Background: an optimization exercise with open tools, aiming at small area and a short achievable clock period. Do not read the settings as production practice.
Where RTL was checked, it was by simulation tests only, not by an equivalence proof against the original.
Power figures rest on the tool's default switching activity, not on a simulated workload.

Design byte_ring_fifo_with_rewind_top, start of the top module:
module byte_ring_fifo_with_rewind_top (
  input  logic        clk,
  input  logic        rst_n,
  input  logic        in_valid,
  output logic        in_stall,
  input  logic [21:0] in_req,
  output logic        out_valid,
  input  logic        out_stall,
  output logic [41:0] out_rsp,
  input  logic        cfg_valid,
  output logic        cfg_ready,
  input  logic [10:0] cfg_data
);
  logic [1:0]  kind;
  logic [7:0]  data_in;
  logic [10:0] rc;
  logic        last;
  assign kind    = in_req[21:20];
  assign data_in = in_req[19:12];
  assign rc      = in_req[11:1];
  assign last    = in_req[0];
  logic [8:0]  depth_r;
  logic [7:0]  rp_r, wp_r;
  logic [8:0]  held_r;
  logic [8:0]  free_r;
  logic [10:0] bc_r;
  logic        clr_r;
  logic [7:0]  clr_cnt_r;
  logic        s1_valid_r, out_valid_r;
  logic        s1_rd_r;
  logic [15:0] s1_rhi_r, s1_rlo_r;
  logic        s1_acc_r;
  logic [8:0]  s1_fill_r;
  logic [10:0] s1_val_r;
  logic        s1_rw_r;
  logic [7:0]  o_data_r;
  logic        o_acc_r;
  logic [8:0]  o_fill_r;
  logic [10:0] o_bm_r;
  logic [8:0]  o_rew_r;
  logic        in_acc, s1_move;
  logic        is_w, is_r, is_f, is_rw;
  logic        full, empty;
  logic        w_ok, r_ok;
  logic [7:0]  rp_inc, wp_inc, rp_d;
  logic        rp_wrap, wp_wrap;
  logic        rc_big, rc_le_rp;
  logic [7:0]  rp_sub, rp_sub_d, rp_back;
  logic [8:0]  rew;
  logic [10:0] bc_inc, bc_mv;
  logic [7:0]  rp_nxt, wp_nxt;
  ...
For scale: about 7,100 cells after synthesis.
Settings: LEC_CHECK=0, ABC_CLOCK_PERIOD_IN_PS=3000, CAP_MARGIN=20, CORE_MARGIN=2, CORE_UTILIZATION=50, CTS_BUF_LIST=sky130_fd_sc_hd__clkbuf_8, CTS_CLUSTER_DIAMETER=50, CTS_CLUSTER_SIZE=16, SETUP_SLACK_MARGIN=2.6, SLEW_MARGIN=20, SYNTH_HIERARCHICAL=1; clock period 6.3 ns.
run.sh (not shown) runs the stock make flow with config.mk's settings and CLKGATE_MAP_FILE= SYNTH_SCRIPT=/design/flow/synth_recipe.tcl, a recipe that flattens the netlist after the stock synthesis.
Edit:
--- a/flow/config.mk
+++ b/flow/config.mk
@@ -14,3 +14,3 @@
 export CTS_CLUSTER_SIZE = 16
-export SETUP_SLACK_MARGIN = 2.6
+export SETUP_SLACK_MARGIN = 3.0
 export SLEW_MARGIN = 20
After rerunning:
- The new run produced a clean layout
- sequential power stays flat
- worst hold slack barely changes
- design area rose by a few percent
- setup slack gets better by 0.47 ns
- fmax goes up by roughly a tenth
- global-route usage rose by 0.31 points
- register-to-register slack gains 0.41 ns
- routed wire length grows by a few percent
- clock-buffer cell count is unchanged
- synthesized area stays the same
No run of this note included a check of the RTL's function; only the layout flow was run.

* * *

Another version of the RTL of byte_ring_fifo_with_rewind_top (not shown whole).
Size in the first run: ~2200 flip-flops, ~75000 sq um of cells after synthesis.
==> flow/config.mk <==
export PLATFORM = sky130hd
export DESIGN_NAME = byte_ring_fifo_with_rewind_top
export DESIGN_NICKNAME = byte_ring_fifo_with_rewind_top
export VERILOG_FILES = /design/flow/design.v
export SDC_FILE = /design/flow/constraint.sdc
export NUM_CORES = 4
export LEC_CHECK = 0
export ABC_CLOCK_PERIOD_IN_PS = 3000
export CAP_MARGIN = 20
export CORE_MARGIN = 2
export CORE_UTILIZATION = 50
export CTS_BUF_LIST = sky130_fd_sc_hd__clkbuf_8
export CTS_CLUSTER_DIAMETER = 50
export CTS_CLUSTER_SIZE = 16
export SETUP_SLACK_MARGIN = 3.4
export SLEW_MARGIN = 20
export SYNTH_HIERARCHICAL = 1
==> flow/constraint.sdc <==
create_clock -name core_clock -period 6.3 [get_ports {clk}]
set_input_delay 1.2600 -clock core_clock [delete_from_list [all_inputs] [get_ports {clk}]]
set_output_delay 1.2600 -clock core_clock [all_outputs]
set_load 0.01 [all_outputs]
Rerun with:
==> flow/flow/run.sh (new file) <==
#!/bin/bash
# Layout flow: the standard layout (standard.sh, ORFS from synthesis to
# the final layout), with the port buffers that ORFS inserts before global
# placement made plain buffers (buf_2) instead of the cell ORFS picks by
# default (a delay buffer). Everything else is the standard flow.
# make's full output goes to flow_make.log in the work folder.
set -euo pipefail
bash standard.sh "BUFFER_PORTS_ARGS=-buffer_cell sky130_fd_sc_hd__buf_2" finish > flow_make.log 2>&1
==> flow/standard.sh (new file) <==
#!/bin/bash
# synth_recipe.tcl (not shown) runs the flow's synth.tcl, then flattens the netlist and writes it again
# the make line also repeats each setting of config.mk as NAME=value (left out here)
make -C /OpenROAD-flow-scripts/flow DESIGN_CONFIG=/design/flow/config.mk WORK_HOME=/design/flow/orfs CLKGATE_MAP_FILE= SYNTH_SCRIPT=/design/flow/synth_recipe.tcl "${@:-finish}"
Settings changed: SETUP_SLACK_MARGIN 3.4 to 3.2.
removed: flow/run.sh
- The new run finished clean
- clock skew went up by 0.0039 ns
- synthesized area does not change
- register-to-register slack is about the same
- final area goes down by a few percent
- clock-buffer cell count fell by 8
- routed wire length goes down by a few percent
- cell count is lower slightly
- setup slack improved by 0.085 ns
- non-clock buffer count fell by 106
Rerun with:
Settings changed: SETUP_SLACK_MARGIN 3.2 to 3.0.
What happened: The changed run completed with no timing, DRC or antenna violations; register-to-register slack gets worse by 0.17 ns; clock power is about the same; setup slack loses 0.094 ns; via count increases by 0.61%; hold slack barely changes; final area fell by 0.37%; final cell count hardly moves; core utilization went down by 0.21 points.

* * *

before:
byte_ring_fifo_with_rewind_top, a different RTL version from the one above (not shown whole).
Size in the first run: ~2200 flip-flops, about 83 I/O pins.
make LEC_CHECK=0 ABC_CLOCK_PERIOD_IN_PS=3000 CAP_MARGIN=20 CORE_MARGIN=2 CORE_UTILIZATION=60 SETUP_SLACK_MARGIN=3.2 SLEW_MARGIN=20 finish   # period 6.3 ns
Stock flow here: none of the scripts above is used.
In the summary table, before is marked failed, with error GRT-0232 raised in global routing.
The following lists how after was set up differently from before:
Settings: ABC_CLOCK_PERIOD_IN_PS no longer set, was 3000; SETUP_SLACK_MARGIN no longer set, was 3.2; CORE_UTILIZATION now 40, was 60.
For cell row count, dividing the value from before by the value from after gives 0.815.
Diff after and before: starting utilization of the core area higher in before
after ran in full, but the layout does not pass; the checks complain about capacitance limit, slew limit, setup timing.
Die height on after is up relative to before.

## static timing again, ports no longer ideal
The flow's constraints put no driver on any port. The routed layouts listed below were extracted and timed again, unchanged, in two steps.
Step 1, drivers: a clkbuf_16 drives clk and a buf_2 each remaining input, both assumed.
Step 2 times the ports against the registers' clock, not the clock port: input delays grow and output delays shrink by t, the midpoint of the rising clock arrivals with the driver on.
Slacks: ideal / step 1 / step 2; pairs: ideal / step 1.
| run | t (ns) | setup slack, ns | worst setup path after step 2 | clock arrival spread, ns | worst slew at a driven data input, ns |
|---|---|---|---|---|---|
| the first run of note 1 | 1.016 | 2.359 / 2.333 / 1.684 | input to register | 0.061 / 0.061 | 0.08 |
| the second run of note 1 | 1.048 | 2.827 / 2.827 / 2.025 | input to register | 0.077 / 0.077 | 0.13 |
| the first run of note 2 | 1.028 | 2.928 / 2.848 / 2.345 | input to register | 0.065 / 0.065 | 0.07 |
| the second run of note 2 | 1.033 | 3.014 / 2.933 / 2.247 | input to register | 0.072 / 0.072 | 0.04 |
| the third run of note 2 | 1.046 | 2.919 / 2.919 / 2.089 | input to register | 0.076 / 0.076 | 0.09 |
| after | 1.000 | 0.000 / 0.000 / 0.000 | register to register | 0.055 / 0.054 | 0.06 |
The setup slack of the third run of note 2, which loses most, moves by 0.000 ns with the drivers and by -0.830 ns with both steps.
